This is an optimization exercise on Yosys and OpenROAD, whose aim is small area, a short achievable clock period and few clock cycles per item, not a production implementation. Only simulation tests tie the RTL to the original design; equivalence was not proved.

## lane 2
==> flow/design.v <==
`timescale 1ns / 1ps
package prrts_pkg;
    localparam int MAX_TASKS = 16;
    localparam int IDX_W     = 4;
    localparam int CNT_W     = 5;
    localparam logic [2:0] FN_CREATE = 3'd0;
    localparam logic [2:0] FN_TICK   = 3'd1;
    localparam logic [2:0] FN_DELAY  = 3'd2;
    localparam logic [2:0] FN_SWITCH = 3'd3;
    localparam logic [2:0] FN_START  = 3'd4;
    localparam logic [1:0] RES_OK       = 2'd0;
    localparam logic [1:0] RES_FULL     = 2'd1;
    localparam logic [1:0] RES_NO_TASKS = 2'd2;
    localparam logic [1:0] RES_IGNORED  = 2'd3;
endpackage
`timescale 1ns / 1ps
module prrts_cell (
    input  logic [255:0]      lt,
    input  logic [255:0]      eq,
    input  logic [15:0]       elig,
    input  logic [15:0]       after_cur,   
    output logic [15:0]       win
);
    logic [255:0]      beat;      
    logic              none;
    always_comb
    begin
        beat = '0;
        for (int i = 1; i < 16; i++)
        begin
            for (int j = 0; j < i; j++)
            begin
                logic j_first;
                logic j_beats_i;
                j_first   = after_cur[j] | ~after_cur[i];
                j_beats_i = lt[j*16+i] | (eq[j*16+i] & j_first);
                beat[j*16+i] = elig[j] & j_beats_i;
                beat[i*16+j] = elig[i] & ~j_beats_i;
            end
        end
        none = ~|elig;
        for (int i = 0; i < 16; i++)
        begin
            logic beaten;
            beaten = 1'b0;
            for (int j = 0; j < 16; j++)
                beaten = beaten | beat[j*16+i];
            win[i] = elig[i] & ~beaten;
        end
        win[0] = win[0] | none;
    end
endmodule
`timescale 1ns / 1ps
`timescale 1ns / 1ps
module priority_round_robin_task_scheduler_core (
    input  logic        clk,
    input  logic        rst_n,
    input  logic        in_valid,
    output logic        in_ready,
    input  logic [2:0]  func,
    input  logic [7:0]  priority_req,
    input  logic [31:0] stack_pointer,
    input  logic [31:0] delay_ticks,
    output logic        out_valid,
    input  logic        out_ready,
    output logic [1:0]  status,
    output logic [3:0]  task_index,
    output logic [31:0] task_sp,
    output logic        switch_request
);
    logic              rv_q;
    logic [2:0]        rfn_q;
    logic [7:0]        rprio_q;
    logic [31:0]       rsp_q;
    logic [31:0]       rdm1_q;       
    logic [4:0]        count_q;
    logic [3:0]        cur_q;
    logic [15:1]       upto_q;       
    logic              cur_valid_q;
    logic              running_q;
    logic [15:0]       run_q;
    logic [31:0]       tnext_q;      
    logic [15:0]       idle_q;       
    logic [15:0][31:0] sp_q;
    logic [15:0][7:0]  prio_q;
    logic [15:1][31:0] wake_q;
    logic [255:0]      lt_q;         
    logic [255:0]      eq_q;
    logic              lv_q;
    logic [1:0]        l_st_q;
    logic [3:0]        l_ix_q;
    logic              l_rq_q;
    logic              l_sp_q;
    logic              ov_q;
    logic [1:0]        st_q;
    logic [3:0]        ix_q;
    logic [31:0]       tsp_q;
    logic              rq_q;
    logic              sk_q;
    logic [1:0]        sk_st_q;
    logic [3:0]        sk_ix_q;
    logic              sk_rq_q;
    logic [31:0]       sk_tsp_q;
    logic        take;
    logic        exec;
    logic        out_free;
    logic        fn_create, fn_tick, fn_delay, fn_switch, fn_start;
    logic        full, empty, dly_ok;
    logic [31:0] wake_new;
    assign in_ready  = !(rv_q && sk_q);
    assign take      = in_valid && in_ready;
    assign exec      = rv_q && !sk_q;
    assign out_free  = !ov_q || out_ready;
    assign fn_create = (rfn_q == prrts_pkg::FN_CREATE);
    assign fn_tick   = (rfn_q == prrts_pkg::FN_TICK);
    assign fn_delay  = (rfn_q == prrts_pkg::FN_DELAY);
    assign fn_switch = (rfn_q == prrts_pkg::FN_SWITCH);
    assign fn_start  = (rfn_q == prrts_pkg::FN_START);
    assign full      = count_q[4];
    assign empty     = (count_q == '0);
    assign dly_ok    = cur_valid_q && (rdm1_q != '1);
    function automatic logic [31:0] add32(input logic [31:0] x, input logic [31:0] y);
        logic [31:0] g, p, gg, pp, ng, np;
        g  = x & y;
        p  = x ^ y;
        gg = g;
        pp = p;
        for (int d = 1; d < 32; d = d * 2)
        begin
            for (int b = 0; b < 32; b++)
            begin
                if (b >= d)
                begin
                    ng[b] = gg[b] | (pp[b] & gg[b-d]);
                    np[b] = pp[b] & pp[b-d];
                end
                else
                begin
                    ng[b] = gg[b];
                    np[b] = pp[b];
                end
            end
            gg = ng;
            pp = np;
        end
        add32 = p ^ {gg[30:0], 1'b0};
    endfunction
    assign wake_new = add32(tnext_q, rdm1_q);
    always_ff @(posedge clk or negedge rst_n)
    begin
        if (!rst_n)
            rv_q <= 1'b0;
        else if (in_ready)
            rv_q <= in_valid;
    end
    always_ff @(posedge clk)
    begin
        if (in_ready)
        begin
            rfn_q   <= func;
            rprio_q <= priority_req;
            rsp_q   <= stack_pointer;
            rdm1_q  <= delay_ticks - 32'd1;
        end
    end
    logic [15:0] elig;
    logic [15:0] win;
    logic [15:0] cur_oh;
    logic [3:0]  win_idx;
    logic [31:0] cur_sp;
    logic [31:0] l_tsp;
    always_comb
    begin
        for (int i = 0; i < 16; i++)
        begin
            elig[i]   = run_q[i] && !idle_q[i];
            cur_oh[i] = (cur_q == 4'(i));
        end
    end
    prrts_cell u_choice (
        .lt        (lt_q),
        .eq        (eq_q),
        .elig      (elig),
        .after_cur ({~upto_q, 1'b0}),
        .win       (win)
    );
    always_comb
    begin
        win_idx = '0;
        for (int i = 0; i < 16; i++)
            if (win[i])
                win_idx = win_idx | 4'(i);
        cur_sp  = '0;
        for (int i = 0; i < 16; i++)
            cur_sp = cur_sp | ({32{cur_oh[i]}} & sp_q[i]);
        l_tsp   = l_sp_q ? cur_sp : '0;
    end
    always_ff @(posedge clk)
    begin
        for (int i = 0; i < 16; i++)
        begin
            if (exec && ((fn_create && (count_q == 5'(i))) ||
                         (fn_switch && cur_valid_q && cur_oh[i])))
                sp_q[i] <= rsp_q;
            if (exec && fn_create && (count_q == 5'(i)))
            begin
                prio_q[i] <= rprio_q;
                idle_q[i] <= (rprio_q == 8'hFF);
                for (int j = 0; j < i; j++)
                begin
                    lt_q[j*16+i] <= (prio_q[j] < rprio_q);
                    eq_q[j*16+i] <= (prio_q[j] == rprio_q);
                end
            end
        end
        for (int i = 1; i < 16; i++)
        begin
            if (exec && fn_delay && dly_ok && cur_oh[i])
                wake_q[i] <= wake_new;
        end
    end
    logic [15:0] run_next;
    always_comb
    begin
        run_next = run_q;
        if (fn_create && !full)
            run_next = run_q | (16'd1 << count_q[3:0]);
        else if (fn_tick)
        begin
            for (int i = 1; i < 16; i++)
                if ((5'(i) < count_q) && (wake_q[i] == tnext_q))
                    run_next[i] = 1'b1;
        end
        else if (fn_delay && dly_ok)
            run_next = run_q & ~cur_oh;
        else if (fn_switch && !empty)
            run_next = run_q | win;
    end
    always_ff @(posedge clk or negedge rst_n)
    begin
        if (!rst_n)
        begin
            count_q     <= '0;
            cur_q       <= '0;
            upto_q      <= '0;
            cur_valid_q <= 1'b0;
            running_q   <= 1'b0;
            run_q       <= '0;
            tnext_q     <= 32'd1;
        end
        else if (exec)
        begin
            run_q <= run_next;
            if (fn_create && !full)
                count_q <= count_q + 5'd1;
            if (fn_tick)
                tnext_q <= tnext_q + 32'd1;
            if (fn_switch && !empty)
            begin
                cur_q       <= win_idx;
                cur_valid_q <= 1'b1;
                for (int k = 1; k < 16; k++)
                    upto_q[k] <= ~|(win & ((16'd1 << k) - 16'd1));
            end
            if (fn_start && !empty)
            begin
                running_q   <= 1'b1;
                cur_valid_q <= 1'b0;
            end
        end
    end
    logic [1:0] r_st;
    logic [3:0] r_ix;
    logic       r_rq;
    logic       r_sp;    
    always_comb
    begin
        r_st = prrts_pkg::RES_OK;
        r_ix = '0;
        r_rq = 1'b0;
        r_sp = 1'b0;
        if (fn_create)
        begin
            if (full)
                r_st = prrts_pkg::RES_FULL;
            else
                r_ix = count_q[3:0];
        end
        else if (fn_tick)
        begin
        end
        else if (fn_delay)
        begin
            if (dly_ok)
                r_rq = running_q;
            else
                r_st = prrts_pkg::RES_IGNORED;
        end
        else if (fn_switch)
        begin
            if (empty)
                r_st = prrts_pkg::RES_NO_TASKS;
            else
            begin
                r_ix = win_idx;
                r_sp = 1'b1;
            end
        end
        else if (fn_start)
        begin
            if (empty)
                r_st = prrts_pkg::RES_NO_TASKS;
            else
                r_rq = 1'b1;
        end
        else
            r_st = prrts_pkg::RES_IGNORED;
    end
    always_ff @(posedge clk or negedge rst_n)
    begin
        if (!rst_n)
        begin
            lv_q <= 1'b0;
            ov_q <= 1'b0;
            sk_q <= 1'b0;
        end
        else
        begin
            if (!sk_q)
                lv_q <= exec;
            if (out_free)
                ov_q <= sk_q || lv_q;
            sk_q <= !out_free && (sk_q || lv_q);
        end
    end
    always_ff @(posedge clk)
    begin
        if (exec)
        begin
            l_st_q <= r_st;
            l_ix_q <= r_ix;
            l_rq_q <= r_rq;
            l_sp_q <= r_sp;
        end
        if (out_free && sk_q)
        begin
            st_q  <= sk_st_q;
            ix_q  <= sk_ix_q;
            rq_q  <= sk_rq_q;
            tsp_q <= sk_tsp_q;
        end
        else if (out_free && lv_q)
        begin
            st_q  <= l_st_q;
            ix_q  <= l_ix_q;
            rq_q  <= l_rq_q;
            tsp_q <= l_tsp;
        end
        if (!sk_q && lv_q)
        begin
            sk_st_q  <= l_st_q;
            sk_ix_q  <= l_ix_q;
            sk_rq_q  <= l_rq_q;
            sk_tsp_q <= l_tsp;
        end
    end
    assign out_valid      = ov_q;
    assign status         = st_q;
    assign task_index     = ix_q;
    assign task_sp        = tsp_q;
    assign switch_request = rq_q;
endmodule
==> flow/config.mk <==
export PLATFORM = sky130hd
export DESIGN_NAME = priority_round_robin_task_scheduler_core
export DESIGN_NICKNAME = priority_round_robin_task_scheduler_core
export VERILOG_FILES = /design/flow/design.v
export SDC_FILE = /design/flow/constraint.sdc
export NUM_CORES = 4
export LEC_CHECK = 0
export CAP_MARGIN = 20
export CORE_MARGIN = 2
export CORE_UTILIZATION = 60
export CTS_BUF_LIST = sky130_fd_sc_hd__clkbuf_8 sky130_fd_sc_hd__clkbuf_16
export CTS_CLUSTER_DIAMETER = 100
export CTS_CLUSTER_SIZE = 24
export SLEW_MARGIN = 20
==> flow/constraint.sdc <==
create_clock -name core_clock -period 10.0 [get_ports {clk}]
set_input_delay 2.0000 -clock core_clock [delete_from_list [all_inputs] [get_ports {clk}]]
set_output_delay 2.0000 -clock core_clock [all_outputs]
set_load 0.01 [all_outputs]
standard.sh (not shown) runs the stock make flow with config.mk's settings and CLKGATE_MAP_FILE= SYNTH_SCRIPT=/design/flow/synth_recipe.tcl, a recipe that flattens the netlist after the stock synthesis.
==> flow/flow/run.sh <==
#!/bin/bash
# the standard layout, with timing repair aimed below the clock period:
# repair works on every path with less than SETUP_SLACK_MARGIN ns of slack
set -euo pipefail
bash standard.sh SETUP_SLACK_MARGIN=6.5 finish > run_standard.log 2>&1
Testbench counts of lane 2, summed over its fixed seeds: cycles 5,743, items 5,719.
#### Input delta (lane 5 over lane 2)
--- a/flow/design.v
+++ b/flow/design.v
@@ -72,13 +72,13 @@
     logic [2:0]        rfn_q;
     logic [7:0]        rprio_q;
     logic [31:0]       rsp_q;
     logic [31:0]       rdm1_q;       
     logic [4:0]        count_q;
     logic [3:0]        cur_q;
-    logic [15:1]       upto_q;       
+    logic [15:0]       after_q;      
     logic              cur_valid_q;
     logic              running_q;
     logic [15:0]       run_q;
     logic [31:0]       tnext_q;      
     logic [15:0]       idle_q;       
     logic [15:0][31:0] sp_q;
@@ -178,13 +178,13 @@
         end
     end
     prrts_cell u_choice (
         .lt        (lt_q),
         .eq        (eq_q),
         .elig      (elig),
-        .after_cur ({~upto_q, 1'b0}),
+        .after_cur (after_q),
         .win       (win)
     );
     always_comb
     begin
         win_idx = '0;
         for (int i = 0; i < 16; i++)
@@ -216,54 +216,49 @@
         for (int i = 1; i < 16; i++)
         begin
             if (exec && fn_delay && dly_ok && cur_oh[i])
                 wake_q[i] <= wake_new;
         end
     end
-    logic [15:0] run_next;
-    always_comb
-    begin
-        run_next = run_q;
-        if (fn_create && !full)
-            run_next = run_q | (16'd1 << count_q[3:0]);
-        else if (fn_tick)
-        begin
-            for (int i = 1; i < 16; i++)
-                if ((5'(i) < count_q) && (wake_q[i] == tnext_q))
-                    run_next[i] = 1'b1;
-        end
-        else if (fn_delay && dly_ok)
-            run_next = run_q & ~cur_oh;
-        else if (fn_switch && !empty)
-            run_next = run_q | win;
-    end
     always_ff @(posedge clk or negedge rst_n)
     begin
         if (!rst_n)
         begin
             count_q     <= '0;
             cur_q       <= '0;
-            upto_q      <= '0;
+            after_q     <= 16'hFFFE;
             cur_valid_q <= 1'b0;
             running_q   <= 1'b0;
             run_q       <= '0;
             tnext_q     <= 32'd1;
         end
         else if (exec)
         begin
-            run_q <= run_next;
             if (fn_create && !full)
-                count_q <= count_q + 5'd1;
+            begin
+                count_q             <= count_q + 5'd1;
+                run_q[count_q[3:0]] <= 1'b1;
+            end
             if (fn_tick)
+            begin
                 tnext_q <= tnext_q + 32'd1;
+                for (int i = 1; i < 16; i++)
+                begin
+                    if ((5'(i) < count_q) && !run_q[i] && (wake_q[i] == tnext_q))
+                        run_q[i] <= 1'b1;
+                end
+            end
+            if (fn_delay && dly_ok)
+                run_q[cur_q] <= 1'b0;
             if (fn_switch && !empty)
             begin
-                cur_q       <= win_idx;
-                cur_valid_q <= 1'b1;
-                for (int k = 1; k < 16; k++)
-                    upto_q[k] <= ~|(win & ((16'd1 << k) - 16'd1));
+                cur_q          <= win_idx;
+                cur_valid_q    <= 1'b1;
+                run_q[win_idx] <= 1'b1;
+                for (int k = 0; k < 16; k++)
+                    after_q[k] <= |(win & ((16'd1 << k) - 16'd1));
             end
             if (fn_start && !empty)
             begin
                 running_q   <= 1'b1;
                 cur_valid_q <= 1'b0;
             end
Sort lane 5 and lane 2 by mean cell area of the mapped netlist desc -> top: lane 2
Between lane 5 and lane 2, it is lane 5 whose finished layout cell area is higher, by 1.9%.
The floorplan core area was comparable across lane 5 and lane 2.
Via count of the first global-routing pass: lane 5 > lane 2
Sort lane 5 and lane 2 by met1 global-route usage, ascending, and lane 2 comes first.
Relative to lane 2, the number of DRC markers in iteration 0 measured on lane 5 has increased by more than 10%.
Diff lane 2 -> lane 5: global-route usage +0.23 points, synthesized cell count +about 1.8%.
Lane 2 ended up with tnext_q[0] as its source of the critical timing path; lane 5 ended up with after_q[3].
Testbench counts of lane 5, summed over its fixed seeds: cycles 5,743, items 5,719.

==> port drivers added, routing unchanged <==
The flow's constraints put no driver on any port. The routed layouts listed below were extracted and timed again, unchanged, in two steps.
Step 1: set_driving_cell puts a clkbuf_16 on clk and a buf_2 on each other input, an assumption about the parent block.
Step 2 times the ports against the registers' clock, not the clock port: input delays grow and output delays shrink by t, the midpoint of the rising clock arrivals with the driver on.
Slacks: ideal / step 1 / step 2; pairs: ideal / step 1.
run | t (ns) | slack for setup (ns) | clock arrival spread, ns | slew at the worst register clock pin (ns) | cell pins on the clock port's net
lane 2 | 0.769 | 6.493 / 6.421 / 5.810 | 0.028 / 0.028 | 0.11 / 0.11 | 1
lane 5 | 0.782 | 6.216 / 6.216 / 5.668 | 0.034 / 0.034 | 0.11 / 0.11 | 1
After both steps setup and hold are still met in every run listed. For lane 2, which loses most, drivers alone change the setup slack by -0.072 ns; drivers and shift together by -0.683 ns.
